What follows belongs to an exercise in optimizing a design on an open flow for small area and a short achievable clock period; a production flow would make more cautious choices.
The RTL was checked by simulation tests, not by an equivalence proof against the original design.
The clock port is modelled as an ideal driver; clocking choices that lean on that would not hold on a real chip.
Power is estimated from default activity; no workload was simulated.

## design.v

```verilog
`default_nettype none
package cdq_pkg;
   localparam int DEPTH     = 32;
   localparam int WORD_BITS = 32;
   localparam int PTR_BITS  = 5;
   localparam logic [2:0] OP_PUSH_REAR  = 3'd0;
   localparam logic [2:0] OP_PUSH_FRONT = 3'd1;
   localparam logic [2:0] OP_POP_REAR   = 3'd2;
   localparam logic [2:0] OP_POP_FRONT  = 3'd3;
   localparam logic [2:0] OP_CLEAR      = 3'd4;
   localparam logic [1:0] ST_DONE  = 2'd0;
   localparam logic [1:0] ST_FULL  = 2'd1;
   localparam logic [1:0] ST_EMPTY = 2'd2;
   typedef logic signed [WORD_BITS-1:0] word_type;
   typedef struct packed {
      logic [2:0] opcode;
      word_type   value_in;
   } req_payload_type;
   typedef struct packed {
      word_type   value_out;
      logic [1:0] status;
      logic       now_empty;
      logic       now_full;
   } rsp_payload_type;
endpackage : cdq_pkg
`default_nettype wire
`default_nettype none
module cdq_cell (
   input  wire logic               clock,
   input  wire logic               write,
   input  wire cdq_pkg::word_type  push_word,
   output cdq_pkg::word_type       data
);
   cdq_pkg::word_type data_ff;
   always_ff @(posedge clock) begin
      if (write) begin
         data_ff <= push_word;
      end
   end
   assign data = data_ff;
endmodule
`default_nettype wire
`default_nettype none
module circular_deque_top (
   input  wire logic                     clock,
   input  wire logic                     reset,
   input  wire logic                     req_valid,
   output logic                          req_ready,
   input  wire logic [34:0]              req_payload,
   output logic                          rsp_valid,
   input  wire logic                     rsp_ready,
   output logic [35:0]                   rsp_payload
);
   localparam int D = cdq_pkg::DEPTH;
   localparam int P = cdq_pkg::PTR_BITS;
   cdq_pkg::req_payload_type req_p;
   assign req_p = req_payload;
   logic [D-1:0]      head_oh, tail_oh, head_m1_oh, tail_m1_oh;
   logic [D-1:0]      head_p1_oh, tail_p1_oh;
   logic [P:0]        count_ff, count_next;
   logic              empty_ff, full_ff, one_ff, almost_full_ff;
   logic              rsp_valid_ff;
   cdq_pkg::rsp_payload_type rsp_ff;
   logic              accept;
   logic              op_push_rear, op_push_front, op_pop_rear, op_pop_front, op_clear;
   logic              do_push_rear, do_push_front, do_pop_rear, do_pop_front;
   logic [D-1:0]      write, sel;
   cdq_pkg::word_type slot_data [D];
   cdq_pkg::word_type popped;
   assign req_ready = !rsp_valid_ff || rsp_ready;
   assign accept    = req_valid && req_ready;
   assign op_push_rear  = (req_p.opcode == cdq_pkg::OP_PUSH_REAR);
   assign op_push_front = (req_p.opcode == cdq_pkg::OP_PUSH_FRONT);
   assign op_pop_rear   = (req_p.opcode == cdq_pkg::OP_POP_REAR);
   assign op_pop_front  = (req_p.opcode == cdq_pkg::OP_POP_FRONT);
   assign op_clear      = (req_p.opcode == cdq_pkg::OP_CLEAR);
   assign do_push_rear  = accept && op_push_rear  && !full_ff;
   assign do_push_front = accept && op_push_front && !full_ff;
   assign do_pop_rear   = accept && op_pop_rear   && !empty_ff;
   assign do_pop_front  = accept && op_pop_front  && !empty_ff;
   assign head_m1_oh = {head_oh[0], head_oh[D-1:1]};
   assign tail_m1_oh = {tail_oh[0], tail_oh[D-1:1]};
   assign head_p1_oh = {head_oh[D-2:0], head_oh[D-1]};
   assign tail_p1_oh = {tail_oh[D-2:0], tail_oh[D-1]};
   for (genvar i = 0; i < D; i++) begin : g_slot
      assign write[i] = !full_ff && (tail_oh[i] || head_m1_oh[i]);
      cdq_cell u_cell (
         .clock     (clock),
         .write     (write[i]),
         .push_word (req_p.value_in),
         .data      (slot_data[i])
      );
   end
   always_ff @(posedge clock) begin
      if (reset) begin
         head_oh <= D'(1);
         tail_oh <= D'(1);
      end else begin
         if (do_push_front) head_oh <= head_m1_oh;
         if (do_pop_front)  head_oh <= head_p1_oh;
         if (accept && op_clear) tail_oh <= head_oh;
         if (do_push_rear)  tail_oh <= tail_p1_oh;
         if (do_pop_rear)   tail_oh <= tail_m1_oh;
      end
   end
   always_comb begin
      count_next = count_ff;
      if (op_clear)                      count_next = '0;
      if (do_push_rear || do_push_front) count_next = count_ff + 1'b1;
      if (do_pop_rear || do_pop_front)   count_next = count_ff - 1'b1;
   end
   always_ff @(posedge clock) begin
      if (reset) begin
         count_ff       <= '0;
         empty_ff       <= 1'b1;
         full_ff        <= 1'b0;
         one_ff         <= 1'b0;
         almost_full_ff <= 1'b0;
      end else if (accept) begin
         count_ff       <= count_next;
         empty_ff       <= (count_next == '0);
         full_ff        <= (count_next == (P+1)'(D));
         one_ff         <= (count_next == (P+1)'(1));
         almost_full_ff <= (count_next == (P+1)'(D-1));
      end
   end
   always_comb begin
      popped = '0;
      for (int i = 0; i < D; i++) begin
         sel[i] = (op_pop_front && !empty_ff && head_oh[i])
               || (op_pop_rear && !empty_ff && tail_m1_oh[i]);
         popped = popped | (slot_data[i] & {cdq_pkg::WORD_BITS{sel[i]}});
      end
   end
   always_ff @(posedge clock) begin
      if (reset) begin
         rsp_valid_ff <= 1'b0;
      end else if (accept) begin
         rsp_valid_ff <= 1'b1;
      end else if (rsp_ready) begin
         rsp_valid_ff <= 1'b0;
      end
   end
   always_ff @(posedge clock) begin
      if (accept) begin
         rsp_ff.value_out <= popped;
         rsp_ff.status    <= cdq_pkg::ST_DONE;
         rsp_ff.now_empty <= empty_ff;
         rsp_ff.now_full  <= full_ff;
         if (op_push_rear || op_push_front) begin
            if (full_ff) begin
               rsp_ff.status <= cdq_pkg::ST_FULL;
            end else begin
               rsp_ff.now_empty <= 1'b0;
               rsp_ff.now_full  <= almost_full_ff;
            end
         end
         if (op_pop_rear || op_pop_front) begin
            if (empty_ff) begin
               rsp_ff.status <= cdq_pkg::ST_EMPTY;
            end else begin
               rsp_ff.now_empty <= one_ff;
               rsp_ff.now_full  <= 1'b0;
            end
         end
         if (op_clear) begin
            rsp_ff.now_empty <= 1'b1;
            rsp_ff.now_full  <= 1'b0;
         end
      end
   end
   assign rsp_valid   = rsp_valid_ff;
   assign rsp_payload = rsp_ff;
endmodule
`default_nettype wire
```

## constraint.sdc

```tcl
create_clock -name core_clock -period 4.2 [get_ports {clock}]
set_input_delay 0.8400 -clock core_clock [delete_from_list [all_inputs] [get_ports {clock}]]
set_output_delay 0.8400 -clock core_clock [all_outputs]
set_load 0.01 [all_outputs]
```

## run.sh

```bash
#!/bin/bash
# synth_recipe.tcl (not shown) runs the flow's synth.tcl, then flattens the netlist and writes it again
# the make line also repeats each setting of config.mk as NAME=value (left out here)
make -C /OpenROAD-flow-scripts/flow DESIGN_CONFIG=/design/flow/config.mk WORK_HOME=/design/flow/orfs CLKGATE_MAP_FILE= SYNTH_SCRIPT=/design/flow/synth_recipe.tcl finish
```

## config.mk

```make
export PLATFORM = sky130hd
export DESIGN_NAME = circular_deque_top
export DESIGN_NICKNAME = circular_deque_top
export VERILOG_FILES = /design/flow/design.v
export SDC_FILE = /design/flow/constraint.sdc
export NUM_CORES = 4
export LEC_CHECK = 0
export CAP_MARGIN = 20
export CORE_MARGIN = 2
export CORE_UTILIZATION = 55
export SETUP_SLACK_MARGIN = 1.9
export SLEW_MARGIN = 20
```

==> results of run 1 <==
layer usage:
layer  GRT usage  wire length [um]
met1      0.5454             55890
met4      0.1282              6069
met5           0                27
met2      0.5729             66490
met3     0.08407             18520
power by group:
part | internal (mW) | total, mW | leakage [nW] | switching [mW]
clock | 5.37 | 9.64 | 1.71 | 4.27
combinational | 0.223 | 0.766 | 4.97 | 0.543
sequential | 12.6 | 12.7 | 10.3 | 0.0842
cells by family after synthesis:
logic type	synth area share
flip-flops	0.7967
AND/OR/NAND/NOR	0.05464
adder cells (fa/ha/maj)	0.0005981
buffers and inverters	0.01645
AO/OA/AOI/OAI	0.1122
multiplexers	0.01938
layout make-up:
type	instances	area, sq um	share of cell area
diodes	2	5.005	0.00009549
flip-flops and latches	1135	33340	0.6362
well taps	978	1224	0.02335
clock inverters	70	538.0	0.01027
clock buffers	137	2960	0.05648
inverters	4	20.02	0.0003820
repair buffers	385	4664	0.08900
multi-input cells	1135	9658	0.1843
sequential cells by signal, summed over array words and instances, names as in the netlist:
signal	count
empty_ff	1
almost_full_ff	1
one_ff	1
full_ff	1
count_ff	6
head_oh	32
g_slot.u_cell.data_ff	1024
rsp_valid_ff	1
rsp_ff	36
tail_oh	32
how the worst max path moves through the flow:
stage | from | to | slack, ns
after floorplan | req_payload[34] | tail_oh[10]$_SDFFE_PP0P_ | 1.55
after detailed placement | req_payload[32] | rsp_ff[23]$_DFFE_PP_ | 0.32
after CTS | empty_ff$_SDFFE_PP1P_ | rsp_ff[27]$_DFFE_PP_ | 1.68
final | req_payload[33] | rsp_ff[19]$_DFFE_PP_ | 1.66
after global placement | req_payload[33] | rsp_ff[13]$_DFFE_PP_ | 0.32
after global routing | empty_ff$_SDFFE_PP1P_ | rsp_ff[13]$_DFFE_PP_ | 1.64
critical path, delay by kind of cell:
kind	cells	cell delay, ns
AO/OA/AOI/OAI	1	0.22
buffers and inverters	5	0.71
AND/OR/NAND/NOR	4	1.14
synth_stat cells, drive strengths merged, types with 2 or more instances:
cell    count  share of area
a22oi     498          0.089
o21ai       9         0.0011
buf        28         0.0051
nand2b      4        0.00078
a222oi     31         0.0074
inv         3        0.00027
nand2      53         0.0048
or2         2        0.00030
or3b        2        0.00042
a21oi       7        0.00084
and2b       3        0.00063
ha          2        0.00060
dfxtp      75          0.036
or4        23         0.0042
nor2b       2        0.00030
mux2i      33         0.0079
nand4     122          0.018
a211oi      4        0.00072
a221oi      9         0.0019
a31oi       2        0.00030
or3         6        0.00093
o32ai       2        0.00042
and4        5         0.0010
nand3      36         0.0043
edfxtp   1060           0.76
clkbuf    122          0.011
a22o        7         0.0015
mux2       33          0.011
nor2      181          0.016
nor3        4        0.00075
o31ai       3        0.00078
a311oi     31         0.0065
nor4        3        0.00060
and2        2        0.00030
repair_timing:
item | 4_1_cts | 5_1_grt
pin swaps | 104 | 92
endpoints found under the setup margin | 300 | 70
setup buffers | 147 | 13
cloned | 19 | 1
gates resized for setup | 192 | 50
through the flow:
step / hold WS [ns] / std cells / power, mW / instance area (sq um) / setup WS [ns]
CTS: 0.4786 / 3828 / 23.09 / 52050 / 1.682
detailed placement: 0.4695 / 3455 / 13.58 / 45940 / 0.3162
global route: 0.4946 / 3844 / 23.58 / 52410 / 1.641
global placement: 0.4469 / 3452 / 13.56 / 45870 / 0.3191
finish: 0.4853 / 3846 / 23.08 / 52410 / 1.660
floorplan: 0.4187 / 2418 / 13.14 / 43540 / 1.549
==> flow_metrics.py, run 1 <==
metrics = {
    "status": {
        "outcome": "timing/DRC/antenna clean",
    },
    "clock_tree": {
        "cts_max_level": 3,
        "clock_sinks": 1135,
        "clk_pin_slew_worst_paths_ns": 0.06,
        "hold_buffers": 0,
        "root_buffer": "clkbuf_16",
        "clock_latency_ns": 0.69,
        "cts_buffers": 114,
        "clk_path_buf_depth": 3,
        "tritoncts": "yes",
    },
    "hold_path": {
        "hold_class": "reg -> reg",
        "hold_path_end": "one_ff$_SDFFE_PP0P_",
        "min_delay_path_depth": 2,
        "hold_start": "one_ff$_SDFFE_PP0P_",
    },
    "global_route": {
        "grt_usage": 0.3772,
        "grt_max_degree": 54,
        "grt_pass1_vias": 25510,
        "grt_antenna_before_repair": 3,
        "grt_pass1_wl_um": 202300,
        "grt-ovfl-total": 0,
    },
    "synthesis": {
        "synth_area_sq_mm": 0.04184,
        "synth_flop_cell": "edfxtp_1",
        "synth_edf_count": 1060,
        "ys_types": 58,
        "synthesis.instances": 2418,
        "synthArstFlopShare": 0,
        "ys_warn_count": 3,
        "syn_avg_cell_area_sq_um": 17.30,
        "ys_ff_latch": 1135,
        "synth_nets": 2459,
        "ys_seq_area_frac": 0.7967,
    },
    "layout": {
        "layout_commonest_cell": "edfxtp_1",
        "layout-drive-gt1-share": 0.2920,
        "area_growth_pct": 25.28,
        "final_util": 0.6935,
        "nets": 2816,
        "fillers": 4900,
        "final_cell_mix": "1,060 x edfxtp_1, 302 x a22oi_1, 196 x a22oi_2, 165 x buf_4, 122 x nand4_1",
    },
    "setup_path": {
        "r2r_slack_ns": 1.67,
        "path_cells": "buf_4 -> or3b_4 -> buf_6 -> buf_12 -> buf_16 -> nor2_4 -> buf_12 -> a22oi_2 -> nand4_1 -> or4_1",
        "startpoint_type": "input pin",
        "crit_fanout": 11,
        "rr_worst_depth": 9,
        "critPathArrivalTime_ns": 2.96,
        "slowest_delay_ns": 0.52,
        "critPathCaptureType": "flip-flop",
        "r2r-start": "empty_ff$_SDFFE_PP1P_",
        "crit_type": "in -> reg",
        "slowest_stage": "or4_1",
        "path_common_cell": "buf_12",
        "r2r_end": "rsp_ff[19]$_DFFE_PP_",
        "required_ns": 4.62,
    },
    "drt": {
        "wl_per_cell_um": 38.22,
        "drt_iter0_drc": 4293,
        "routed_wl_um": 147000,
        "detail-route-antenna-nets": 0,
        "drt_pass1_iterations": 8,
        "drc_errors": 0,
        "route.vias.total": 27270,
        "via_per_inst": 7.091,
    },
    "floorplan": {
        "rows": 101,
        "initial_utilization": 0.5536,
        "fp.dieH_um": 279.8,
        "ios": 77,
        "fp.dieArea_sq_mm": 0.07829,
        "die_w_um": 279.8,
        "coreArea_sq_mm": 0.07557,
    },
    "power_and_ir_drop": {
        "p_per_area_mw_per_mm2": 440.4,
        "vdd_drop_max_mv": 0.5107,
        "p_leak_nw": 16.97,
    },
    "sta": {
        "setup_viol": 0,
        "slew_headroom": 0.1867,
        "skew_ns": 0.01325,
        "rsz0062_at_grt": "yes",
        "post-route-period-util": 0.6048,
        "tightestPinTransition_ns": 1.217,
        "slew_violations": 0,
        "fin_crit_ns": 2.540,
        "fmax_ghz": 0.3937,
        "finalSetupTns_ns": 0,
        "hold_viol_final": 0,
    },
    "placement": {
        "port_buffers": 76,
        "hpwl_um": 76280,
        "finalWeightedCongestion": 0.8490,
    },
    "run": {
        "max_cap_viol_count": 0,
    },
}
==> inputs of run 2 (changes only) <==
--- a/design.v
+++ b/design.v
@@ -60,13 +60,15 @@
    logic [P:0]        count_ff, count_next;
    logic              empty_ff, full_ff, one_ff, almost_full_ff;
    logic              rsp_valid_ff;
-   cdq_pkg::rsp_payload_type rsp_ff;
+   cdq_pkg::rsp_payload_type rsp_ff, rsp_in;
+   logic              rsp_held_ff, rsp_hold;
    logic              accept;
    logic              op_push_rear, op_push_front, op_pop_rear, op_pop_front, op_clear;
    logic              do_push_rear, do_push_front, do_pop_rear, do_pop_front;
    logic [D-1:0]      write, sel;
    cdq_pkg::word_type slot_data [D];
-   cdq_pkg::word_type popped;
+   cdq_pkg::word_type popped, read_word;
+   logic              pop_ok;
    assign req_ready = !rsp_valid_ff || rsp_ready;
    assign accept    = req_valid && req_ready;
    assign op_push_rear  = (req_p.opcode == cdq_pkg::OP_PUSH_REAR);
@@ -124,13 +126,14 @@
          almost_full_ff <= (count_next == (P+1)'(D-1));
       end
    end
+   assign pop_ok = (req_p.opcode[2:1] == 2'b01) && !empty_ff;
    always_comb begin
-      popped = '0;
+      read_word = '0;
       for (int i = 0; i < D; i++) begin
-         sel[i] = (op_pop_front && !empty_ff && head_oh[i])
-               || (op_pop_rear && !empty_ff && tail_m1_oh[i]);
-         popped = popped | (slot_data[i] & {cdq_pkg::WORD_BITS{sel[i]}});
+         sel[i]    = req_p.opcode[0] ? head_oh[i] : tail_m1_oh[i];
+         read_word = read_word | (slot_data[i] & {cdq_pkg::WORD_BITS{sel[i]}});
       end
+      popped = read_word & {cdq_pkg::WORD_BITS{pop_ok}};
    end
    always_ff @(posedge clock) begin
       if (reset) begin
@@ -142,32 +145,43 @@
       end
    end
    always_ff @(posedge clock) begin
-      if (accept) begin
-         rsp_ff.value_out <= popped;
-         rsp_ff.status    <= cdq_pkg::ST_DONE;
-         rsp_ff.now_empty <= empty_ff;
-         rsp_ff.now_full  <= full_ff;
-         if (op_push_rear || op_push_front) begin
-            if (full_ff) begin
-               rsp_ff.status <= cdq_pkg::ST_FULL;
-            end else begin
-               rsp_ff.now_empty <= 1'b0;
-               rsp_ff.now_full  <= almost_full_ff;
-            end
-         end
-         if (op_pop_rear || op_pop_front) begin
-            if (empty_ff) begin
-               rsp_ff.status <= cdq_pkg::ST_EMPTY;
-            end else begin
-               rsp_ff.now_empty <= one_ff;
-               rsp_ff.now_full  <= 1'b0;
-            end
-         end
-         if (op_clear) begin
-            rsp_ff.now_empty <= 1'b1;
-            rsp_ff.now_full  <= 1'b0;
+      if (reset) begin
+         rsp_held_ff <= 1'b0;
+      end else if (req_valid && (!rsp_held_ff || rsp_ready)) begin
+         rsp_held_ff <= 1'b1;
+      end else if (rsp_ready) begin
+         rsp_held_ff <= 1'b0;
+      end
+   end
+   assign rsp_hold = !req_valid || (rsp_held_ff && !rsp_ready);
+   always_comb begin
+      rsp_in.value_out = popped;
+      rsp_in.status    = cdq_pkg::ST_DONE;
+      rsp_in.now_empty = empty_ff;
+      rsp_in.now_full  = full_ff;
+      if (op_push_rear || op_push_front) begin
+         if (full_ff) begin
+            rsp_in.status = cdq_pkg::ST_FULL;
+         end else begin
+            rsp_in.now_empty = 1'b0;
+            rsp_in.now_full  = almost_full_ff;
          end
       end
+      if (op_pop_rear || op_pop_front) begin
+         if (empty_ff) begin
+            rsp_in.status = cdq_pkg::ST_EMPTY;
+         end else begin
+            rsp_in.now_empty = one_ff;
+            rsp_in.now_full  = 1'b0;
+         end
+      end
+      if (op_clear) begin
+         rsp_in.now_empty = 1'b1;
+         rsp_in.now_full  = 1'b0;
+      end
+   end
+   always_ff @(posedge clock) begin
+      rsp_ff <= (rsp_in & {36{accept}}) | (rsp_ff & {36{rsp_hold}});
    end
    assign rsp_valid   = rsp_valid_ff;
    assign rsp_payload = rsp_ff;
==> run 2 against run 1 <==
- power grew 2.4%
- synthesized cell count grew 2.3%
- maximum frequency grew 6.6%
- non-clock buffer count shrank 99
- sequential power is essentially flat
- sequential share of layout area grew 0.93 points
- routed wire length grew 10%
- synthesized area grew 0.73%
- combinational power grew 67%
- register-to-register slack gained 0.15 ns
- die area grew 0.72%
- global-route usage grew 2.5 points
==> flow_metrics.py, run 2 <==
metrics = {
    "clock_tree": {
        "cts_max_level": 3,
        "cts_buffers": 111,
        "tritoncts": "yes",
        "root_buffer": "clkbuf_16",
        "clk_pin_slew_worst_paths_ns": 0.06,
        "clock_sinks": 1136,
        "clk_path_buf_depth": 3,
        "clock_latency_ns": 0.69,
        "hold_buffers": 0,
    },
    "synthesis": {
        "synth_nets": 2514,
        "ys_ff_latch": 1136,
        "ys_warn_count": 3,
        "ys_seq_area_frac": 0.7829,
        "syn_avg_cell_area_sq_um": 17.04,
        "synth_area_leaders": "edfxtp_1 73%, dfxtp_1 5.3%, a22oi_1 4.6%",
        "synth_top_cell_area_share": 0.7297,
        "synth_top_area_cell": "edfxtp_1",
        "yosysMostFrequentCell": "edfxtp_1",
        "synthArstFlopShare": 0,
        "synth_flop_cell": "edfxtp_1",
        "ys_types": 61,
        "synth_edf_count": 1024,
        "synth_area_sq_mm": 0.04214,
        "synthTopCellsByCount": "1,024 x edfxtp_1, 260 x a22oi_1, 141 x nor2_1",
        "synthesis.instances": 2473,
    },
    "power_and_ir_drop": {
        "p_per_area_mw_per_mm2": 462.4,
        "vdd_drop_max_mv": 0.3765,
        "totalPowerFinal_mw": 23.64,
        "p_leak_nw": 16.68,
    },
    "setup_path": {
        "startpoint_type": "flip-flop",
        "crit_fanout": 22,
        "critPathArrivalTime_ns": 2.71,
        "required_ns": 4.53,
        "critPathCaptureType": "flip-flop",
        "crit_type": "reg -> reg",
        "rr_worst_depth": 3,
    },
    "global_route": {
        "grt-ovfl-total": 0,
        "grt_usage": 0.4019,
        "grt_pass1_vias": 25730,
        "grt_max_degree": 65,
        "grt_pass1_wl_um": 212400,
        "grt_antenna_before_repair": 8,
    },
    "sta": {
        "fin_crit_ns": 2.383,
        "hold_viol_final": 0,
        "skew_ns": 0.02181,
        "fmax_ghz": 0.4197,
        "finalSetupTns_ns": 0,
        "post-route-period-util": 0.5673,
        "rsz0062_at_grt": "yes",
        "slew_violations": 0,
        "tightestPinTransition_ns": 1.133,
        "setup_viol": 0,
        "slew_headroom": 0.2420,
    },
    "placement": {
        "finalWeightedCongestion": 0.8056,
        "hpwl_um": 68450,
        "port_buffers": 76,
    },
    "layout": {
        "top_register": "g_slot.u_cell.data_ff",
        "nets": 2785,
        "area_growth_pct": 21.34,
        "largest_reg_flops": 1024,
        "fillers": 5074,
        "largestRegisters": "g_slot.u_cell.data_ff x1024, rsp_ff x36",
        "regArea_sq_mm": 0.03300,
        "final_cell_mix": "1,024 x edfxtp_1, 231 x a22oi_1, 145 x buf_4, 138 x a22o_1, 113 x clkbuf_16",
        "multiInputGateArea_sq_mm": 0.01035,
        "layout-drive-gt1-share": 0.2281,
        "layout_commonest_cell": "edfxtp_1",
    },
    "floorplan": {
        "rows": 101,
        "die_w_um": 280.8,
        "ios": 77,
        "initial_utilization": 0.5549,
        "coreArea_sq_mm": 0.07595,
        "fp.dieH_um": 280.8,
        "fp.dieArea_sq_mm": 0.07885,
    },
    "drt": {
        "routed_wl_um": 161700,
        "route.vias.total": 28110,
        "via_per_inst": 7.258,
        "wl_per_cell_um": 41.74,
        "drt_iter0_drc": 5286,
        "drt_pass1_iterations": 8,
        "drc_errors": 0,
        "detail-route-antenna-nets": 0,
    },
    "status": {
        "outcome": "timing/DRC/antenna clean",
    },
    "hold_path": {
        "hold_class": "reg -> reg",
        "min_delay_path_depth": 2,
    },
    "run": {
        "max_cap_viol_count": 0,
    },
}
-- run 2: changes by cell type after synthesis, sizes merged, moves of 32 or more --
cell	delta
a221oi	+124
dfxtp	+37
edfxtp	-36
a21oi	+38
buf	+58
a22oi	-238
nor2	-39
clkbuf	-54
nand4	-51
o21ai	+32
a22o	+131
a211o	+32
-- run 2: kinds of logic after synthesis --
logic type | synth area share
AO/OA/AOI/OAI | 0.1302
buffers and inverters | 0.01906
AND/OR/NAND/NOR | 0.04543
multiplexers | 0.02185
flip-flops | 0.7829
adder cells (fa/ha/maj) | 0.0005937
-- run 2: worst paths after layout --
| kind | startpoint | end | slack (ns) |
|---|---|---|---|
| worst max-delay path | tail_oh[9]$_SDFFE_PP0P_ | g_slot[9].u_cell.data_ff[14]$_DFFE_PP_ | 1.82 |
| worst min-delay path | rsp_ff[31]$_DFF_P_ | rsp_ff[31]$_DFF_P_ | 0.44 |
| worst max register to register | tail_oh[9]$_SDFFE_PP0P_ | g_slot[9].u_cell.data_ff[14]$_DFFE_PP_ | 1.82 |
| worst min register to register | rsp_ff[31]$_DFF_P_ | rsp_ff[31]$_DFF_P_ | 0.44 |
-- run 2: report_power, final --
part | total (mW) | switching (mW) | internal (mW)
clock network | 9.67 | 4.27 | 5.39
registers | 12.7 | 0.112 | 12.6
logic | 1.28 | 0.874 | 0.406
total | 23.6 | 5.26 | 18.4
-- run 2: repair_timing --
item                       in CTS  in global routing
gates resized for setup       137                 67
cloned                         23                  7
buffers inserted               86                 52
pin swaps                      21                 31
setup endpoints to repair     275                101
-- run 2: layout make-up --
type	instances	share of cell area
diodes	7	0.0003426
clock buffers	151	0.05902
clock inverters	54	0.009005
inverters	8	0.0006362
multi-input cells	1201	0.2024
flip-flops and latches	1136	0.6454
well taps	1030	0.02520
repair buffers	286	0.05799
-- run 2: worst max-delay path: stages (launching register included) --
cell and delay, ns:
dfxtp_1 0.71, nor2_1 0.21, nor2_4 0.59, buf_6 0.47
-- run 2: metrics by stage --
step	cell area (sq um)	util	setup slack [ns]	instances	hold slack, ns
after global placement	44900	0.5911	0.7133	3492	0.4396
final	51130	0.6733	1.817	3873	0.4418
after floorplan	43250	-	1.679	2473	0.4218
after CTS	50130	0.6600	1.726	3806	0.4457
after global routing	51120	0.6731	1.822	3868	0.4651
after detailed placement	44900	0.5911	0.5701	3492	0.4403
-- run 2: routing by layer --
layer	part of all wire	track usage
met1	0.36	0.5669
met2	0.44	0.5951
met3	0.15	0.1088
met4	0.051	0.1695
met5	0.00035	0
==> inputs of run 3 (changes only) <==
==> flow/run.sh (new file) <==
#!/bin/bash
# Standard ORFS layout, run stage by stage: no setup margin before clock tree
# synthesis (with ideal clocks the margin only oversizes gates), then the
# setup margin for the repairs after clock tree synthesis and global routing.
set -euo pipefail
MARGIN=$(cat flow/margin.txt)
bash standard.sh synth > log_synth.txt 2>&1
bash standard.sh SETUP_SLACK_MARGIN=0 floorplan > log_floorplan.txt 2>&1
bash standard.sh SETUP_SLACK_MARGIN=0 place > log_place.txt 2>&1
bash standard.sh SETUP_SLACK_MARGIN=$MARGIN cts > log_cts.txt 2>&1
bash standard.sh SETUP_SLACK_MARGIN=$MARGIN finish > log_finish.txt 2>&1
test -f out/final.def
==> flow/margin.txt (new file) <==
1.9
==> standard.sh (new file) <==
#!/bin/bash
# synth_recipe.tcl (not shown) runs the flow's synth.tcl, then flattens the netlist and writes it again
# the make line also repeats each setting of config.mk as NAME=value (left out here)
make -C /OpenROAD-flow-scripts/flow DESIGN_CONFIG=/design/flow/config.mk WORK_HOME=/design/flow/orfs CLKGATE_MAP_FILE= SYNTH_SCRIPT=/design/flow/synth_recipe.tcl "${@:-finish}"
--- a/config.mk
+++ b/config.mk
@@ -8,5 +8,6 @@
 export CAP_MARGIN = 20
 export CORE_MARGIN = 2
 export CORE_UTILIZATION = 55
-export SETUP_SLACK_MARGIN = 1.9
+export CTS_CLUSTER_DIAMETER = 80
+export CTS_CLUSTER_SIZE = 30
 export SLEW_MARGIN = 20
removed: run.sh
==> run 3 against run 2 <==
- clock skew is 0.016 ns higher
- clock-buffer cell count shrank 87
- maximum frequency rose by 0.85%
- combinational power is 8% lower
- critical path depth rose by 6
- still clean on timing, DRC and antenna
- via count shrank 2.4%
- register-to-register slack improved by 0.03 ns
- power down 16%
- synthesized area unchanged
==> flow_metrics.py, run 3 <==
metrics = {
    "sta": {
        "tightestPinTransition_ns": 1.259,
        "slew_headroom": 0.1585,
        "skew_ns": 0.03794,
        "hold_viol_final": 0,
        "post-route-period-util": 0.5625,
        "slew_violations": 0,
        "setup_viol": 0,
        "finalSetupTns_ns": 0,
        "rsz0062_at_grt": "yes",
        "fmax_ghz": 0.4233,
        "fin_crit_ns": 2.362,
    },
    "synthesis": {
        "synth_top_area_cell": "edfxtp_1",
        "ys_types": 61,
        "ys_seq_area_frac": 0.7829,
        "synth_flop_cell": "edfxtp_1",
        "synth_top_cell_area_share": 0.7297,
        "ys_warn_count": 3,
        "yosysMostFrequentCell": "edfxtp_1",
        "synthTopCellsByCount": "1,024 x edfxtp_1, 260 x a22oi_1, 141 x nor2_1",
        "synthArstFlopShare": 0,
        "synthesis.instances": 2473,
        "synth_area_sq_mm": 0.04214,
        "synth_area_leaders": "edfxtp_1 73%, dfxtp_1 5.3%, a22oi_1 4.6%",
        "synth_nets": 2514,
        "synth_edf_count": 1024,
        "ys_ff_latch": 1136,
        "syn_avg_cell_area_sq_um": 17.04,
    },
    "global_route": {
        "gr-usage-met1": 0.5266,
        "grt_pass1_vias": 25080,
        "grt_util_met2": 0.5932,
        "grt_usage": 0.3857,
        "grt_pass1_wl_um": 206100,
        "grt-ovfl-total": 0,
        "met3_usage": 0.08430,
        "globalRoute.busiestLayer": "met2",
        "grt_antenna_before_repair": 9,
        "grt_max_degree": 65,
    },
    "setup_path": {
        "path_common_cell": "buf_16",
        "rr_worst_depth": 3,
        "critPathCaptureType": "flip-flop",
        "critPathArrivalTime_ns": 2.87,
        "r2r-start": "full_ff$_SDFFE_PP0P_",
        "crit_type": "in -> reg",
        "crit_path_start": "req_payload[32]",
        "startpoint_type": "input pin",
        "r2r_end": "g_slot[1].u_cell.data_ff[27]$_DFFE_PP_",
        "required_ns": 4.71,
        "path_cells": "buf_16 -> buf_16 -> mux2_8 -> buf_4 -> a22o_1 -> a221oi_1 -> nand4_1 -> nor3_1 -> o21ai_1",
        "endpoint": "rsp_ff[34]$_DFF_P_",
        "slowest_delay_ns": 0.53,
        "slowest_stage": "mux2_8",
        "r2r_slack_ns": 1.85,
        "crit_fanout": 23,
    },
    "drt": {
        "detail-route-antenna-nets": 0,
        "drt_pass1_iterations": 5,
        "via_per_inst": 7.370,
        "wl_per_cell_um": 41.32,
        "drt_iter0_drc": 5076,
        "route.vias.total": 27430,
        "drc_errors": 0,
        "routed_wl_um": 153800,
    },
    "floorplan": {
        "fp.dieH_um": 280.8,
        "coreArea_sq_mm": 0.07595,
        "initial_utilization": 0.5549,
        "fp.dieArea_sq_mm": 0.07885,
        "ios": 77,
        "die_w_um": 280.8,
        "rows": 101,
    },
    "status": {
        "outcome": "timing/DRC/antenna clean",
    },
    "clock_tree": {
        "hold_buffers": 0,
        "tritoncts": "yes",
        "clk_path_buf_depth": 3,
        "clock_latency_ns": 0.67,
        "clk_pin_slew_worst_paths_ns": 0.11,
        "root_buffer": "clkbuf_16",
        "cts_max_level": 2,
        "clock_sinks": 1136,
        "cts_buffers": 49,
    },
    "power_and_ir_drop": {
        "p_leak_nw": 15.33,
        "p_per_area_mw_per_mm2": 415.7,
        "vdd_drop_max_mv": 0.3741,
    },
    "layout": {
        "layout_commonest_cell": "edfxtp_1",
        "largest_reg_flops": 1024,
        "largestRegisters": "g_slot.u_cell.data_ff x1024, rsp_ff x36",
        "final_cell_mix": "1,024 x edfxtp_1, 256 x a22oi_1, 159 x buf_4, 138 x a22o_1, 105 x nor2_1",
        "top_register": "g_slot.u_cell.data_ff",
        "area_growth_pct": 13.61,
        "final_util": 0.6304,
        "nets": 2695,
        "fillers": 5408,
        "layout-drive-gt1-share": 0.1753,
    },
    "run": {
        "max_cap_viol_count": 0,
    },
    "placement": {
        "finalWeightedCongestion": 0.8564,
        "hpwl_um": 72500,
        "port_buffers": 76,
    },
    "hold_path": {
        "hold_class": "reg -> reg",
    },
}
run 3: cell counts after synthesis:
No cell type changed its count.
run 3: repair_timing:
action / CTS / global route
setup buffers: 50 / 36
gates resized for setup: 137 / 46
pin swaps: 13 / 18
setup endpoints to repair: 262 / 114
gates cloned: 22 / 6
run 3: final cells by class:
type                       count  area (sq um)  share of cell area
antenna                        4         10.01           0.0002091
clock buffer                  64          1282             0.02679
clock inverter                20         304.0            0.006350
inverter                       8         32.53           0.0006795
multi-input combinational   1199          9625              0.2010
sequential                  1136         33020              0.6897
tap                         1030          1289             0.02692
timing repair buffer         260          2315             0.04835
run 3: worst min-delay path by stage:
stage | start | to | slack, ns | cells after the start
global route | rsp_ff[24]$_DFF_P_ | rsp_ff[24]$_DFF_P_ | 0.49 | 2
detailed placement | rsp_ff[24]$_DFF_P_ | rsp_ff[24]$_DFF_P_ | 0.45 | 2
global placement | rsp_ff[0]$_DFF_P_ | rsp_ff[0]$_DFF_P_ | 0.44 | 2
floorplan | one_ff$_SDFFE_PP0P_ | one_ff$_SDFFE_PP0P_ | 0.42 | 2
CTS | rsp_ff[12]$_DFF_P_ | rsp_ff[12]$_DFF_P_ | 0.46 | 2
finish | rsp_ff[12]$_DFF_P_ | rsp_ff[12]$_DFF_P_ | 0.46 | 2
run 3: routing by layer:
metal | wire length, um | up-vias
met5 | 13 | -
met4 | 9551 | 2
met3 | 20760 | 483
met2 | 69210 | 2436
met1 | 54210 | 13970
li1 | - | 10530
run 3: report_power, final:
| part | switching (mW) | leakage (nW) | internal, mW |
|---|---|---|---|
| clock | 3.59 | 0.753 | 2.47 |
| sequential | 0.102 | 10.3 | 12.6 |
| combinational | 0.842 | 4.32 | 0.339 |
| total | 4.53 | 15.3 | 15.4 |
run 3: logic make-up (layout without fill, tap and decap cells):
family                     after synthesis  in the layout  synth area share
AOI/OAI and AO/OA                      700            701            0.1302
and+or+nand+nor                        396            396           0.04543
adders and majority gates                2              2         0.0005937
DFF                                   1136           1136            0.7829
buffers and inverters                  162            352           0.01906
other                                    0              4                 0
muxes                                   77            100           0.02185
run 3: worst max-delay path: cells and delay by family:
family | cells | cell delay, ns
AO/OA/AOI/OAI | 3 | 0.52
multiplexers | 1 | 0.53
buffers and inverters | 3 | 0.55
AND/OR/NAND/NOR | 2 | 0.40
run 3: metrics by stage:
step / setup WS, ns / total power [mW] / instance area [sq um] / std cells / hold WS, ns
3_3_place_gp: 0.5209 / 13.92 / 44450 / 3519 / 0.4428
2_1_floorplan: 1.679 / 13.34 / 42140 / 2473 / 0.4218
3_5_place_dp: 0.4986 / 13.94 / 44450 / 3519 / 0.4506
5_1_grt: 1.788 / 20.33 / 47870 / 3719 / 0.4870
6_report: 1.838 / 19.91 / 47880 / 3721 / 0.4606
4_1_cts: 1.772 / 19.83 / 47380 / 3675 / 0.4647
==> inputs of run 4 (changes only) <==
--- a/config.mk
+++ b/config.mk
@@ -8,6 +8,4 @@
 export CAP_MARGIN = 20
 export CORE_MARGIN = 2
 export CORE_UTILIZATION = 55
-export CTS_CLUSTER_DIAMETER = 80
-export CTS_CLUSTER_SIZE = 30
 export SLEW_MARGIN = 20
==> run 4 against run 3 <==
- largest power group unchanged
- combinational power is 3% higher
- first-iteration DRC count is 0.95% lower
- largest cell class unchanged
- clock-buffer cell count is 91 higher
- critical path type unchanged
- sequential cell count stayed put
==> flow_metrics.py, run 4 <==
metrics = {
    "setup_path": {
        "critPathCaptureType": "flip-flop",
        "required_ns": 4.74,
        "startpoint_type": "input pin",
        "crit_fanout": 23,
        "critPathArrivalTime_ns": 2.88,
        "crit_type": "in -> reg",
    },
    "sta": {
        "setup_viol": 0,
        "tightestPinTransition_ns": 1.189,
        "rsz0062_at_grt": "yes",
        "slew_violations": 0,
        "post-route-period-util": 0.5580,
        "fmax_ghz": 0.4267,
        "hold_viol_final": 0,
        "skew_ns": 0.02025,
        "slew_headroom": 0.2047,
        "fin_crit_ns": 2.344,
        "finalSetupTns_ns": 0,
    },
    "clock_tree": {
        "cts_buffers": 113,
        "clk_pin_slew_worst_paths_ns": 0.06,
        "clock_sinks": 1136,
        "root_buffer": "clkbuf_16",
        "tritoncts": "yes",
        "clock_latency_ns": 0.69,
        "cts_max_level": 3,
        "clk_path_buf_depth": 3,
        "hold_buffers": 0,
    },
    "floorplan": {
        "initial_utilization": 0.5549,
        "rows": 101,
        "die_w_um": 280.8,
        "fp.dieH_um": 280.8,
        "ios": 77,
        "fp.dieArea_sq_mm": 0.07885,
        "coreArea_sq_mm": 0.07595,
    },
    "synthesis": {
        "synth_area_sq_mm": 0.04214,
        "synthArstFlopShare": 0,
        "synth_nets": 2514,
        "synth_top_family_by_area": "compound AO/OA/AOI/OAI gates",
        "synthTopCellsByCount": "1,024 x edfxtp_1, 260 x a22oi_1, 141 x nor2_1",
        "synth_adder_area_share": 0.0005938,
        "synthXorXnorAreaFrac": 0,
        "yosys-mux-area-fraction": 0.02185,
        "ys_ff_latch": 1136,
        "ys_seq_area_frac": 0.7829,
        "synth_compound_area_frac": 0.1302,
        "synthesis.instances": 2473,
        "synth_area_leaders": "edfxtp_1 73%, dfxtp_1 5.3%, a22oi_1 4.6%",
        "ys_types": 61,
        "yosys.area_share.simple": 0.04543,
        "syn_avg_cell_area_sq_um": 17.04,
        "synth_flop_cell": "edfxtp_1",
        "synth_top_cell_area_share": 0.7297,
        "synth_edf_count": 1024,
        "synth_top_area_cell": "edfxtp_1",
        "ys_warn_count": 3,
        "yosysMostFrequentCell": "edfxtp_1",
    },
    "power_and_ir_drop": {
        "pwr-share-comb": 0.051,
        "totalPowerFinal_mw": 23.95,
        "p_clk_frac": 0.420,
        "netSwitchingFraction": 0.2197,
        "p_switching_mw": 5.263,
        "p_per_area_mw_per_mm2": 475.2,
        "p_leak_nw": 16.53,
        "p_seq_frac": 0.530,
        "intPower_mw": 18.69,
        "vdd_drop_max_mv": 0.3613,
    },
    "layout": {
        "final_cell_mix": "1,024 x edfxtp_1, 255 x a22oi_1, 159 x buf_4, 138 x a22o_1, 114 x clkbuf_16",
        "layout-drive-gt1-share": 0.2085,
        "layout_commonest_cell": "edfxtp_1",
        "nets": 2780,
        "final_util": 0.6637,
        "area_growth_pct": 19.62,
        "largest_reg_flops": 1024,
        "largestRegisters": "g_slot.u_cell.data_ff x1024, rsp_ff x36",
        "fillers": 5136,
        "top_register": "g_slot.u_cell.data_ff",
    },
    "placement": {
        "finalWeightedCongestion": 0.8564,
        "port_buffers": 76,
        "hpwl_um": 72500,
    },
    "global_route": {
        "grt-ovfl-total": 0,
        "grt_pass1_wl_um": 214000,
        "grt_usage": 0.4025,
        "grt_pass1_vias": 26000,
        "grt_antenna_before_repair": 9,
        "grt_max_degree": 65,
    },
    "drt": {
        "routed_wl_um": 159100,
        "route.vias.total": 28040,
        "drt_iter0_drc": 5028,
        "via_per_inst": 7.238,
        "drt_pass1_iterations": 6,
        "drc_errors": 0,
        "detail-route-antenna-nets": 0,
        "wl_per_cell_um": 41.07,
    },
    "run": {
        "max_cap_viol_count": 0,
    },
    "hold_path": {
        "hold_class": "in -> reg",
    },
    "status": {
        "outcome": "timing/DRC/antenna clean",
    },
}
==> run 4: cell types whose count changed in the layout (fill, tap and decap cells not counted), moves of 8 or more <==
cell,before,now
clkbuf_1,15,36
clkinv_1,0,12
clkinv_2,1,21
dfxtp_1,93,103
a221oi_1,98,88
dfxtp_2,17,7
buf_12,11,22
a221oi_2,34,42
clkbuf_16,49,114
bufinv_16,3,11
==> run 4: per-stage QoR <==
step / area, sq um / worst slack (ns) / std cells / hold WS (ns)
2_1_floorplan: 42140 / 1.679 / 2473 / 0.4218
3_3_place_gp: 44450 / 0.5209 / 3519 / 0.4428
3_5_place_dp: 44450 / 0.4986 / 3519 / 0.4506
4_1_cts: 49670 / 1.772 / 3816 / 0.4600
5_1_grt: 50390 / 1.809 / 3867 / 0.4275
6_report: 50410 / 1.856 / 3874 / 0.4304
==> run 4: kinds of logic (layout without fill, tap and decap cells) <==
logic type,count (synthesis),count (layout)
buf+inv,162,494
simple gates,396,396
other cells,0,9
fa+ha+maj,2,2
mux,77,106
compound gates,700,701
flops,1136,1136
==> run 4: layout make-up <==
class | instances | area (sq um) | area share
clock buffers | 155 | 3045 | 0.06042
repair buffers | 275 | 2546 | 0.05051
diodes | 9 | 22.52 | 0.0004468
multi-input cells | 1205 | 9848 | 0.1954
inverters | 8 | 32.53 | 0.0006454
flip-flops and latches | 1136 | 33010 | 0.6548
well taps | 1030 | 1289 | 0.02557
clock inverters | 56 | 616.8 | 0.01224
==> run 4: layer usage <==
metal,global-route usage,up-vias,share of wire
li1,-,10810,-
met2,0.6002,2466,0.44
met5,0,-,0.00034
met1,0.5363,14150,0.35
met3,0.1158,604,0.14
met4,0.2232,8,0.069
==> run 4: critical path, stage by stage <==
cell     delay [ns]
buf_16         0.14
buf_4          0.14
mux2_4         0.52
a22oi_1        0.42
nand4_1        0.31
nor4_2         0.33
o21ai_0        0.10
==> run 4: worst paths after layout <==
check / from / to / slack (ns) / cells past startpoint
worst min register to register: rsp_ff[12]$_DFF_P_ / rsp_ff[12]$_DFF_P_ / 0.46 / 2
worst max register to register: tail_oh[17]$_SDFFE_PP0P_ / rsp_ff[14]$_DFF_P_ / 1.87 / 6
worst min-delay path: req_payload[32] / head_oh[6]$_SDFFE_PP0P_ / 0.43 / 2
worst max-delay path: req_payload[32] / rsp_ff[14]$_DFF_P_ / 1.86 / 7
==> run 4: repair_timing <==
action | in CTS | in global routing
pin swaps | 10 | 32
endpoints found under the setup margin | 257 | 135
gates cloned | 27 | 6
buffers inserted | 59 | 43
gates resized for setup | 135 | 62
==> run 4: power groups by stage <==
stage | registers (mW) | clock network, mW | logic, mW
floorplan | 12.9 | 0 | 0.452
global placement | 12.9 | 0 | 1.02
detailed placement | 12.9 | 0 | 1.03
CTS | 12.7 | 10.0 | 1.14
global route | 12.7 | 10.5 | 1.24
finish | 12.7 | 10.1 | 1.22
==> inputs of run 5 (changes only) <==
--- a/config.mk
+++ b/config.mk
@@ -8,4 +8,6 @@
 export CAP_MARGIN = 20
 export CORE_MARGIN = 2
 export CORE_UTILIZATION = 55
+export CTS_CLUSTER_DIAMETER = 70
+export CTS_CLUSTER_SIZE = 24
 export SLEW_MARGIN = 20
==> run 5 against run 4 <==
- die area unchanged
- combinational power about the same
- clock skew increased by 0.0027 ns
- via count down 0.71%
==> flow_metrics.py, run 5 <==
metrics = {
    "status": {
        "outcome": "timing/DRC/antenna clean",
    },
    "sta": {
        "setup_viol": 0,
        "tightestPinTransition_ns": 1.253,
        "slew_violations": 0,
        "slew_headroom": 0.1629,
        "skew_ns": 0.02295,
        "rsz0062_at_grt": "yes",
        "post-route-period-util": 0.5786,
        "worst_slack_ns": 1.770,
        "finalSetupTns_ns": 0,
        "hold_viol_final": 0,
        "hold-worst-slack_ns": 0.4271,
        "fmax_ghz": 0.4115,
        "fin_crit_ns": 2.430,
    },
    "drt": {
        "via_per_inst": 7.394,
        "drc_errors": 0,
        "route.vias.total": 27840,
        "drt_iter0_drc": 5312,
        "drt_pass1_iterations": 6,
        "wl_per_cell_um": 41.86,
        "detail-route-antenna-nets": 0,
        "routed_wl_um": 157600,
    },
    "global_route": {
        "grt_util_met2": 0.5919,
        "gr-usage-met1": 0.5302,
        "grt-ovfl-total": 0,
        "grt_usage": 0.3908,
        "globalRoute.busiestLayer": "met2",
        "grt_max_degree": 65,
        "met3_usage": 0.09569,
        "grt_pass1_wl_um": 208300,
        "grt_antenna_before_repair": 10,
        "grt_pass1_vias": 25210,
    },
    "clock_tree": {
        "root_buffer": "clkbuf_16",
        "clk_path_buf_depth": 3,
        "clock_sinks": 1136,
        "hold_buffers": 0,
        "clock_latency_ns": 0.68,
        "cts_max_level": 2,
        "cts_buffers": 58,
        "clk_pin_slew_worst_paths_ns": 0.10,
        "tritoncts": "yes",
    },
    "layout": {
        "fin_cells": 3765,
        "final_cell_mix": "1,024 x edfxtp_1, 258 x a22oi_1, 159 x buf_4, 138 x a22o_1, 106 x nor2_1",
        "layout-drive-gt1-share": 0.1840,
        "nets": 2722,
        "layout_commonest_cell": "edfxtp_1",
        "final_util": 0.6385,
        "top_register": "g_slot.u_cell.data_ff",
        "largestRegisters": "g_slot.u_cell.data_ff x1024, rsp_ff x36",
        "largest_reg_flops": 1024,
        "area_growth_pct": 15.08,
    },
    "placement": {
        "dpl.cell_count": 3519,
        "finalWeightedCongestion": 0.8564,
        "port_buffers": 76,
        "hpwl_um": 72500,
        "dpl_worst_slack_ns": 0.4986,
    },
    "synthesis": {
        "synthTopCellsByCount": "1,024 x edfxtp_1, 260 x a22oi_1, 141 x nor2_1",
        "ys_ff_latch": 1136,
        "ys_types": 61,
        "ys_seq_area_frac": 0.7829,
        "synth_area_sq_mm": 0.04214,
        "synth_area_leaders": "edfxtp_1 73%, dfxtp_1 5.3%, a22oi_1 4.6%",
        "synth_edf_count": 1024,
        "synth_flop_cell": "edfxtp_1",
        "syn_avg_cell_area_sq_um": 17.04,
        "ys_warn_count": 3,
        "synth_top_area_cell": "edfxtp_1",
        "synthesis.instances": 2473,
        "synth_top_cell_area_share": 0.7297,
        "synthArstFlopShare": 0,
        "yosysMostFrequentCell": "edfxtp_1",
        "synth_nets": 2514,
    },
    "setup_path": {
        "critPathCaptureType": "flip-flop",
        "crit_type": "reg -> reg",
        "critPathArrivalTime_ns": 2.77,
        "startpoint_type": "flip-flop",
        "required_ns": 4.54,
        "crit_fanout": 14,
    },
    "floorplan": {
        "fp.dieArea_sq_mm": 0.07885,
        "rows": 101,
        "die_w_um": 280.8,
        "initial_utilization": 0.5549,
        "fp.dieH_um": 280.8,
        "ios": 77,
        "coreArea_sq_mm": 0.07595,
    },
    "hold_path": {
        "hold_class": "in -> reg",
    },
    "power_and_ir_drop": {
        "p_per_area_mw_per_mm2": 419.4,
        "p_leak_nw": 15.60,
        "vdd_drop_max_mv": 0.3370,
    },
    "run": {
        "max_cap_viol_count": 0,
    },
}
-- run 5: cell types whose count changed in the layout (fill, tap and decap cells not counted), moves of 5 or more --
cell / previous run / this run
dfxtp_2: 7 / 14
clkbuf_16: 114 / 60
clkinv_1: 12 / 2
clkbuf_1: 36 / 23
clkinv_2: 21 / 3
dfxtp_1: 103 / 96
clkbuf_8: 6 / 1
bufinv_16: 11 / 2
-- run 5: critical path: stages (launching register included) --
cell     delay, ns
dfxtp_1       0.74
nor2_1        0.16
nor2_4        0.74
buf_4         0.45
-- run 5: cell families after synthesis --
family / synth area share
mux: 0.02185
simple gates: 0.04543
compound gates: 0.1302
flops: 0.7829
buf+inv: 0.01906
fa+ha+maj: 0.0005937
-- run 5: layout make-up --
type / count / area (sq um)
Sequential cell: 1136 / 33020
Tap cell: 1030 / 1289
Clock inverter: 19 / 222.7
Antenna cell: 12 / 30.03
Inverter: 8 / 32.53
Clock buffer: 83 / 1577
Fill cell: 5340 / 27450
Multi-Input combinational cell: 1205 / 9797
Timing Repair Buffer: 272 / 2531
-- run 5: final timing paths --
path	startpoint	end	slack [ns]	depth (start not counted)
worst min-delay path	req_payload[32]	head_oh[31]$_SDFFE_PP0P_	0.43	2
worst max register to register	head_oh[14]$_SDFFE_PP0P_	g_slot[13].u_cell.data_ff[1]$_DFFE_PP_	1.77	3
worst min register to register	rsp_ff[12]$_DFF_P_	rsp_ff[12]$_DFF_P_	0.46	2
worst max-delay path	head_oh[14]$_SDFFE_PP0P_	g_slot[13].u_cell.data_ff[1]$_DFFE_PP_	1.77	3
-- run 5: power breakdown --
part           leakage, nW  switching, mW  internal, mW  total, mW
Sequential            10.3          0.103          12.6       12.7
Combinational         4.49          0.856         0.346       1.20
Clock                0.868           3.66          2.82       6.47
Total                 15.6           4.62          15.7       20.3
-- run 5: timing repair --
action,4_1_cts,5_1_grt
buffers inserted,55,43
setup endpoints to repair,259,111
pin swaps,11,17
cloned,24,10
gates resized for setup,130,62
-- run 5: layer usage --
metal | share of wire | vias to the layer above
met1 | 0.35 | 14170
met3 | 0.14 | 552
met4 | 0.066 | 8
met2 | 0.44 | 2482
met5 | 0.00036 | -
li1 | - | 10630
-- run 5: metrics by stage --
stage	instance area, sq um	total power, mW
2_1_floorplan	42140	13.34
3_3_place_gp	44450	13.92
3_5_place_dp	44450	13.94
4_1_cts	47710	20.23
5_1_grt	48470	20.76
6_report	48500	20.34
==> inputs of run 6 (changes only) <==
==> flow/run.sh (replaced) <==
#!/bin/bash
# Standard ORFS layout, run stage by stage:
# - no setup margin before clock tree synthesis (with ideal clocks the margin
#   only oversizes gates), then the setup margin for the repairs after clock
#   tree synthesis and global routing;
# - ports buffered with plain buffers instead of the delay cells buffer_ports
#   picks on its own, and sizing not held to each cell's footprint, so the
#   repairs may swap a delay cell for a buffer.
set -euo pipefail
MARGIN=$(cat flow/margin.txt)
COMMON=(MATCH_CELL_FOOTPRINT=0 "BUFFER_PORTS_ARGS=-buffer_cell sky130_fd_sc_hd__buf_4")
bash standard.sh "${COMMON[@]}" synth > log_synth.txt 2>&1
bash standard.sh "${COMMON[@]}" SETUP_SLACK_MARGIN=0 floorplan > log_floorplan.txt 2>&1
bash standard.sh "${COMMON[@]}" SETUP_SLACK_MARGIN=0 place > log_place.txt 2>&1
bash standard.sh "${COMMON[@]}" SETUP_SLACK_MARGIN=$MARGIN cts > log_cts.txt 2>&1
bash standard.sh "${COMMON[@]}" SETUP_SLACK_MARGIN=$MARGIN finish > log_finish.txt 2>&1
test -f out/final.def
--- a/config.mk
+++ b/config.mk
@@ -8,6 +8,4 @@
 export CAP_MARGIN = 20
 export CORE_MARGIN = 2
 export CORE_UTILIZATION = 55
-export CTS_CLUSTER_DIAMETER = 70
-export CTS_CLUSTER_SIZE = 24
 export SLEW_MARGIN = 20
==> run 6 against run 5 <==
- critical endpoint is now rsp_ff[24]$_DFF_P_
- clock power is 56% higher
- largest cell class unchanged
- synthesized cell count stayed put
- largest power group unchanged
- non-clock buffer count is 19 higher
- clock-buffer cell count is 56 higher
- worst hold slack better by 0.0048 ns
- maximum frequency is 2.0% higher
- die area stayed put
==> flow_metrics.py, run 6 <==
metrics = {
    "synthesis": {
        "synth_edf_count": 1024,
        "synth_flop_cell": "edfxtp_1",
        "synth_top_area_cell": "edfxtp_1",
        "synth_top_cell_area_share": 0.7297,
        "synth_nets": 2514,
        "synthesis.instances": 2473,
        "synthTopCellsByCount": "1,024 x edfxtp_1, 260 x a22oi_1, 141 x nor2_1",
        "synthArstFlopShare": 0,
        "synth_area_sq_mm": 0.04214,
        "ys_types": 61,
        "syn_avg_cell_area_sq_um": 17.04,
        "synth_area_leaders": "edfxtp_1 73%, dfxtp_1 5.3%, a22oi_1 4.6%",
        "ys_seq_area_frac": 0.7829,
        "ys_ff_latch": 1136,
        "yosysMostFrequentCell": "edfxtp_1",
        "ys_warn_count": 3,
    },
    "sta": {
        "post-route-period-util": 0.5675,
        "tightestPinTransition_ns": 1.136,
        "fmax_ghz": 0.4196,
        "hold_viol_final": 0,
        "finalSetupTns_ns": 0,
        "slew_headroom": 0.2411,
        "skew_ns": 0.01732,
        "fin_crit_ns": 2.384,
        "setup_viol": 0,
        "hold-worst-slack_ns": 0.4320,
        "rsz0062_at_grt": "yes",
        "worst_slack_ns": 1.816,
        "slew_violations": 0,
    },
    "global_route": {
        "grt_antenna_before_repair": 5,
        "grt_max_degree": 78,
        "grt-ovfl-total": 0,
        "grt_usage": 0.3975,
        "grt_pass1_vias": 25920,
        "grt_pass1_wl_um": 211600,
    },
    "drt": {
        "detail-route-antenna-nets": 0,
        "via_per_inst": 7.235,
        "route.vias.total": 28100,
        "drt_iter0_drc": 5052,
        "drt_pass1_iterations": 6,
        "drc_errors": 0,
        "wl_per_cell_um": 41.34,
        "routed_wl_um": 160600,
    },
    "layout": {
        "largest_reg_flops": 1024,
        "largestRegisters": "g_slot.u_cell.data_ff x1024, rsp_ff x36",
        "nets": 2790,
        "final_cell_mix": "1,024 x edfxtp_1, 256 x a22oi_1, 242 x buf_4, 138 x a22o_1, 116 x clkbuf_16",
        "layout_commonest_cell": "edfxtp_1",
        "area_growth_pct": 19.61,
        "top_register": "g_slot.u_cell.data_ff",
        "layout-drive-gt1-share": 0.2259,
        "stdcell_area_sq_mm": 0.05040,
    },
    "clock_tree": {
        "hold_buffers": 0,
        "clk_path_buf_depth": 3,
        "clock_latency_ns": 0.69,
        "clk_pin_slew_worst_paths_ns": 0.06,
        "tritoncts": "yes",
        "cts_max_level": 3,
        "clock_sinks": 1136,
        "root_buffer": "clkbuf_16",
        "cts_buffers": 113,
    },
    "setup_path": {
        "startpoint_type": "input pin",
        "r2r_slack_ns": 1.84,
        "crit_fanout": 22,
        "crit_type": "in -> reg",
        "critPathCaptureType": "flip-flop",
        "required_ns": 4.76,
        "critPathArrivalTime_ns": 2.95,
    },
    "placement": {
        "port_buffers": 76,
        "dpl_worst_slack_ns": 0.7336,
        "hpwl_um": 74240,
        "place_area_sq_mm": 0.04436,
        "finalWeightedCongestion": 0.8265,
    },
    "floorplan": {
        "coreArea_sq_mm": 0.07595,
        "ios": 77,
        "fp.dieArea_sq_mm": 0.07885,
        "fp.dieH_um": 280.8,
        "initial_utilization": 0.5549,
        "die_w_um": 280.8,
        "rows": 101,
    },
    "power_and_ir_drop": {
        "netSwitchingFraction": 0.2216,
        "pwr-share-comb": 0.050,
        "totalPowerFinal_mw": 23.95,
        "vdd_drop_max_mv": 0.3700,
        "p_seq_frac": 0.529,
        "p_clk_frac": 0.421,
        "intPower_mw": 18.64,
        "p_leak_nw": 16.49,
        "p_switching_mw": 5.309,
        "p_per_area_mw_per_mm2": 475.2,
    },
    "hold_path": {
        "hold_class": "in -> reg",
    },
    "status": {
        "outcome": "timing/DRC/antenna clean",
    },
    "run": {
        "max_cap_viol_count": 0,
    },
}
-- run 6: worst max-delay path, stage by stage --
cell      delay [ns]
buf_16          0.14
buf_8           0.17
mux2_4          0.51
a22o_1          0.29
a221oi_1        0.25
nand3_1         0.14
nor4_2          0.39
o21ai_1         0.10
-- run 6: area by class of cell --
type / count / area [sq um]
fillers: 5177 / 25540
inverters: 8 / 32.53
repair buffers: 291 / 2734
clock inverters: 73 / 679.4
flip-flops and latches: 1136 / 33000
multi-input cells: 1199 / 9644
clock buffers: 139 / 3009
diodes: 8 / 20.02
well taps: 1030 / 1289
-- run 6: routing by layer --
layer,up-vias,global-route usage,routed length (um)
li1,10820,-,-
met1,14230,0.5239,55360
met2,2464,0.6234,72740
met3,589,0.08779,21290
met4,6,0.2106,11130
met5,-,0,38
-- run 6: worst paths after layout --
path | startpoint | endpoint | cells past startpoint
max | req_payload[32] | rsp_ff[24]$_DFF_P_ | 8
min | req_valid | rsp_valid_ff$_SDFFE_PP0P_ | 3
max reg2reg | tail_oh[23]$_SDFFE_PP0P_ | g_slot[23].u_cell.data_ff[27]$_DFFE_PP_ | 3
min reg2reg | one_ff$_SDFFE_PP0P_ | one_ff$_SDFFE_PP0P_ | 2
-- run 6: power by group through the flow --
stage	combinational [mW]	sequential [mW]	clock [mW]
6_report	1.20	12.7	10.1
5_1_grt	1.23	12.7	10.5
4_1_cts	1.09	12.7	10.1
3_3_place_gp	0.994	12.9	0
3_5_place_dp	1.01	12.9	0
2_1_floorplan	0.452	12.9	0
-- run 6: metrics by stage --
| step | utilization | instances |
|---|---|---|
| final | 0.6637 | 3884 |
| after global routing | 0.6635 | 3878 |
| after CTS | 0.6485 | 3810 |
| after detailed placement | 0.5841 | 3523 |
| after global placement | 0.5831 | 3520 |
| after floorplan | - | 2473 |
-- run 6: cell families after synthesis --
kind of cell    after synthesis  share of synthesized area
flops                      1136                     0.7829
mux                          77                    0.02185
fa+ha+maj                     2                  0.0005937
compound gates              700                     0.1302
simple gates                396                    0.04543
buf+inv                     162                    0.01906
-- run 6: repair_timing --
action / CTS / global route
hold endpoints to repair: 0 / 0
gates cloned: 18 / 6
gates resized for setup: 57 / 74
pin swaps: 8 / 23
buffers inserted: 57 / 60
endpoints found under the setup margin: 247 / 116
==> inputs of run 7 (changes only) <==
--- a/config.mk
+++ b/config.mk
@@ -8,4 +8,6 @@
 export CAP_MARGIN = 20
 export CORE_MARGIN = 2
 export CORE_UTILIZATION = 55
+export CTS_CLUSTER_DIAMETER = 80
+export CTS_CLUSTER_SIZE = 30
 export SLEW_MARGIN = 20
==> run 7 against run 6 <==
- still clean on timing, DRC and antenna
- worst hold slack better by 0.024 ns
- register-to-register slack about the same
- synthesized cell count did not move
- sequential power about the same
- clock skew is 0.014 ns higher
- final cell count fell by 3.7%
- largest cell class unchanged
==> flow_metrics.py, run 7 <==
metrics = {
    "placement": {
        "port_buffers": 76,
        "finalWeightedCongestion": 0.8265,
        "dpl.cell_count": 3523,
        "place_area_sq_mm": 0.04436,
        "hpwl_um": 74240,
    },
    "global_route": {
        "globalRoute.busiestLayer": "met2",
        "grt-ovfl-total": 0,
        "met3_usage": 0.08795,
        "grt_usage": 0.3969,
        "grt_max_degree": 78,
        "gr-usage-met1": 0.5200,
        "grt_util_met2": 0.6193,
        "grt_pass1_vias": 25470,
        "grt_antenna_before_repair": 7,
        "grt_pass1_wl_um": 210900,
    },
    "synthesis": {
        "synth_area_sq_mm": 0.04214,
        "syn_avg_cell_area_sq_um": 17.04,
        "synth_top_area_cell": "edfxtp_1",
        "synthTopCellsByCount": "1,024 x edfxtp_1, 260 x a22oi_1, 141 x nor2_1",
        "synth_nets": 2514,
        "synth_compound_area_frac": 0.1302,
        "synth_top_cell_area_share": 0.7297,
        "synth_edf_count": 1024,
        "ys_types": 61,
        "synth_flop_cell": "edfxtp_1",
        "yosysMostFrequentCell": "edfxtp_1",
        "ys_seq_area_frac": 0.7829,
        "synthesis.instances": 2473,
        "synth_top_family_by_area": "compound AO/OA/AOI/OAI gates",
        "yosys-mux-area-fraction": 0.02185,
        "ys_ff_latch": 1136,
        "synth_area_leaders": "edfxtp_1 73%, dfxtp_1 5.3%, a22oi_1 4.6%",
        "synthXorXnorAreaFrac": 0,
        "synth_adder_area_share": 0.0005938,
        "ys_warn_count": 3,
        "yosys.area_share.simple": 0.04543,
        "synthArstFlopShare": 0,
    },
    "sta": {
        "fin_crit_ns": 2.353,
        "fmax_ghz": 0.4249,
        "skew_ns": 0.03102,
        "rsz0062_at_grt": "yes",
        "hold_viol_final": 0,
        "setup_viol": 0,
        "post-route-period-util": 0.5603,
        "slew_violations": 0,
        "tightestPinTransition_ns": 1.056,
        "finalSetupTns_ns": 0,
        "slew_headroom": 0.2940,
    },
    "clock_tree": {
        "cts_max_level": 2,
        "clk_path_buf_depth": 3,
        "clk_pin_slew_worst_paths_ns": 0.10,
        "cts_buffers": 49,
        "hold_buffers": 0,
        "clock_sinks": 1136,
        "tritoncts": "yes",
        "clock_latency_ns": 0.66,
        "root_buffer": "clkbuf_16",
    },
    "floorplan": {
        "fp.dieArea_sq_mm": 0.07885,
        "initial_utilization": 0.5549,
        "ios": 77,
        "die_w_um": 280.8,
        "coreArea_sq_mm": 0.07595,
        "fp.dieH_um": 280.8,
        "rows": 101,
    },
    "run": {
        "max_cap_viol_count": 0,
    },
    "setup_path": {
        "crit_type": "reg -> reg",
        "rr_worst_depth": 3,
        "required_ns": 4.52,
        "r2r-start": "tail_oh[24]$_SDFFE_PP0P_",
        "r2r_slack_ns": 1.85,
        "startpoint_type": "flip-flop",
        "r2r_end": "g_slot[24].u_cell.data_ff[2]$_DFFE_PP_",
        "crit_path_start": "tail_oh[24]$_SDFFE_PP0P_",
        "endpoint": "g_slot[24].u_cell.data_ff[2]$_DFFE_PP_",
        "crit_fanout": 13,
        "critPathCaptureType": "flip-flop",
        "critPathArrivalTime_ns": 2.67,
    },
    "power_and_ir_drop": {
        "p_leak_nw": 15.33,
        "totalPowerFinal_mw": 19.82,
        "p_per_area_mw_per_mm2": 413.0,
        "vdd_drop_max_mv": 0.4696,
    },
    "drt": {
        "detail-route-antenna-nets": 0,
        "via_per_inst": 7.289,
        "route.vias.total": 27260,
        "drc_errors": 0,
        "wl_per_cell_um": 42.26,
        "routed_wl_um": 158100,
        "drt_pass1_iterations": 6,
        "drt_iter0_drc": 4914,
    },
    "layout": {
        "largestRegisters": "g_slot.u_cell.data_ff x1024, rsp_ff x36",
        "multiInputGateArea_sq_mm": 0.009612,
        "fillers": 5396,
        "nets": 2708,
        "final_util": 0.6319,
        "fin_cells": 3740,
        "largest_reg_flops": 1024,
        "top_register": "g_slot.u_cell.data_ff",
        "regArea_sq_mm": 0.03300,
        "layout-drive-gt1-share": 0.1923,
        "layout_commonest_cell": "edfxtp_1",
        "area_growth_pct": 13.87,
        "stdcell_area_sq_mm": 0.04799,
        "final_cell_mix": "1,024 x edfxtp_1, 257 x a22oi_1, 233 x buf_4, 138 x a22o_1, 108 x dfxtp_1",
    },
    "hold_path": {
        "hold_class": "reg -> reg",
    },
    "status": {
        "outcome": "timing/DRC/antenna clean",
    },
}
run 7: through the flow:
step	worst slack, ns	hold slack (ns)
global route	1.827	0.4671
detailed placement	0.7336	0.4422
finish	1.847	0.4557
global placement	0.7465	0.4392
floorplan	1.679	0.4218
CTS	1.682	0.4562
run 7: area by class of cell:
class | count | share of cell area
clock inverters | 17 | 0.004458
flip-flops and latches | 1136 | 0.6876
repair buffers | 273 | 0.05233
inverters | 8 | 0.0006257
clock buffers | 71 | 0.02748
multi-input cells | 1199 | 0.2003
well taps | 1030 | 0.02686
diodes | 6 | 0.0003129
run 7: worst min-delay path by stage:
stage,cells after the start,to,slack [ns],start
after CTS,2,one_ff$_SDFFE_PP0P_,0.46,one_ff$_SDFFE_PP0P_
after global placement,2,rsp_ff[0]$_DFF_P_,0.44,rsp_ff[0]$_DFF_P_
final,2,one_ff$_SDFFE_PP0P_,0.46,one_ff$_SDFFE_PP0P_
after floorplan,2,one_ff$_SDFFE_PP0P_,0.42,one_ff$_SDFFE_PP0P_
after global routing,2,one_ff$_SDFFE_PP0P_,0.47,one_ff$_SDFFE_PP0P_
after detailed placement,2,one_ff$_SDFFE_PP0P_,0.44,one_ff$_SDFFE_PP0P_
run 7: per-layer routing:
layer | part of all wire | wire length [um]
met1 | 0.34 | 54510
met2 | 0.45 | 71710
met3 | 0.13 | 20400
met4 | 0.072 | 11380
met5 | 0.00029 | 46
run 7: critical path: stages (launching register included):
cell and delay (ns):
dfxtp_1 0.71, nor2_1 0.17, nor2_4 0.69, buf_4 0.43
run 7: report_power, final:
part / internal, mW / switching, mW
combinational: 0.365 / 0.846
clock: 2.33 / 3.63
sequential: 12.6 / 0.102
total: 15.2 / 4.57
run 7: logic make-up after synthesis:
group | count (synthesis)
muxes | 77
and+or+nand+nor | 396
adders and majority gates | 2
buffers and inverters | 162
AOI/OAI and AO/OA | 700
DFF | 1136
run 7: repair_timing:
action,CTS,global route
endpoints found under the setup margin,245,158
hold endpoints to repair,0,0
gates cloned,21,4
setup buffers,64,34
gates resized for setup,73,52
pin swaps,12,17

afterwards: timing with drivers on the ports:
No port has a modelled driver above. Below, the same layouts with a new extraction and two added sets of constraints. Step 1 sets driving cells, clkbuf_16 on the clock port and buf_2 on the other inputs (assumed; they add their load-dependent delay and slew). Step 2, shift: input delay + t, output delay - t, t = (earliest + latest rising clock arrival at the registers) / 2. This alone moves slack from input paths to output paths. Three values: ideal, step 1, step 2; two values: the first two.
| run | shift t [ns] | setup WS [ns] | clock arrival spread, ns | pins driven straight from the clock port |
|---|---|---|---|---|
| run 1 | 0.745 | 1.660 / 1.669 / 0.924 | 0.017 / 0.016 | 1 |
| run 2 | 0.749 | 1.817 / 1.817 / 1.081 | 0.023 / 0.022 | 1 |
| run 3 | 0.714 | 1.838 / 1.746 / 1.032 | 0.038 / 0.038 | 1 |
| run 4 | 0.746 | 1.856 / 1.757 / 1.010 | 0.021 / 0.021 | 1 |
| run 5 | 0.731 | 1.770 / 1.721 / 0.990 | 0.028 / 0.028 | 1 |
| run 6 | 0.754 | 1.816 / 1.800 / 1.046 | 0.018 / 0.017 | 1 |
| run 7 | 0.719 | 1.847 / 1.757 / 1.038 | 0.032 / 0.032 | 1 |
After both steps setup and hold are still met in every run listed. The setup slack of run 4, which loses most, moves by -0.099 ns with the drivers and by -0.846 ns with both steps.
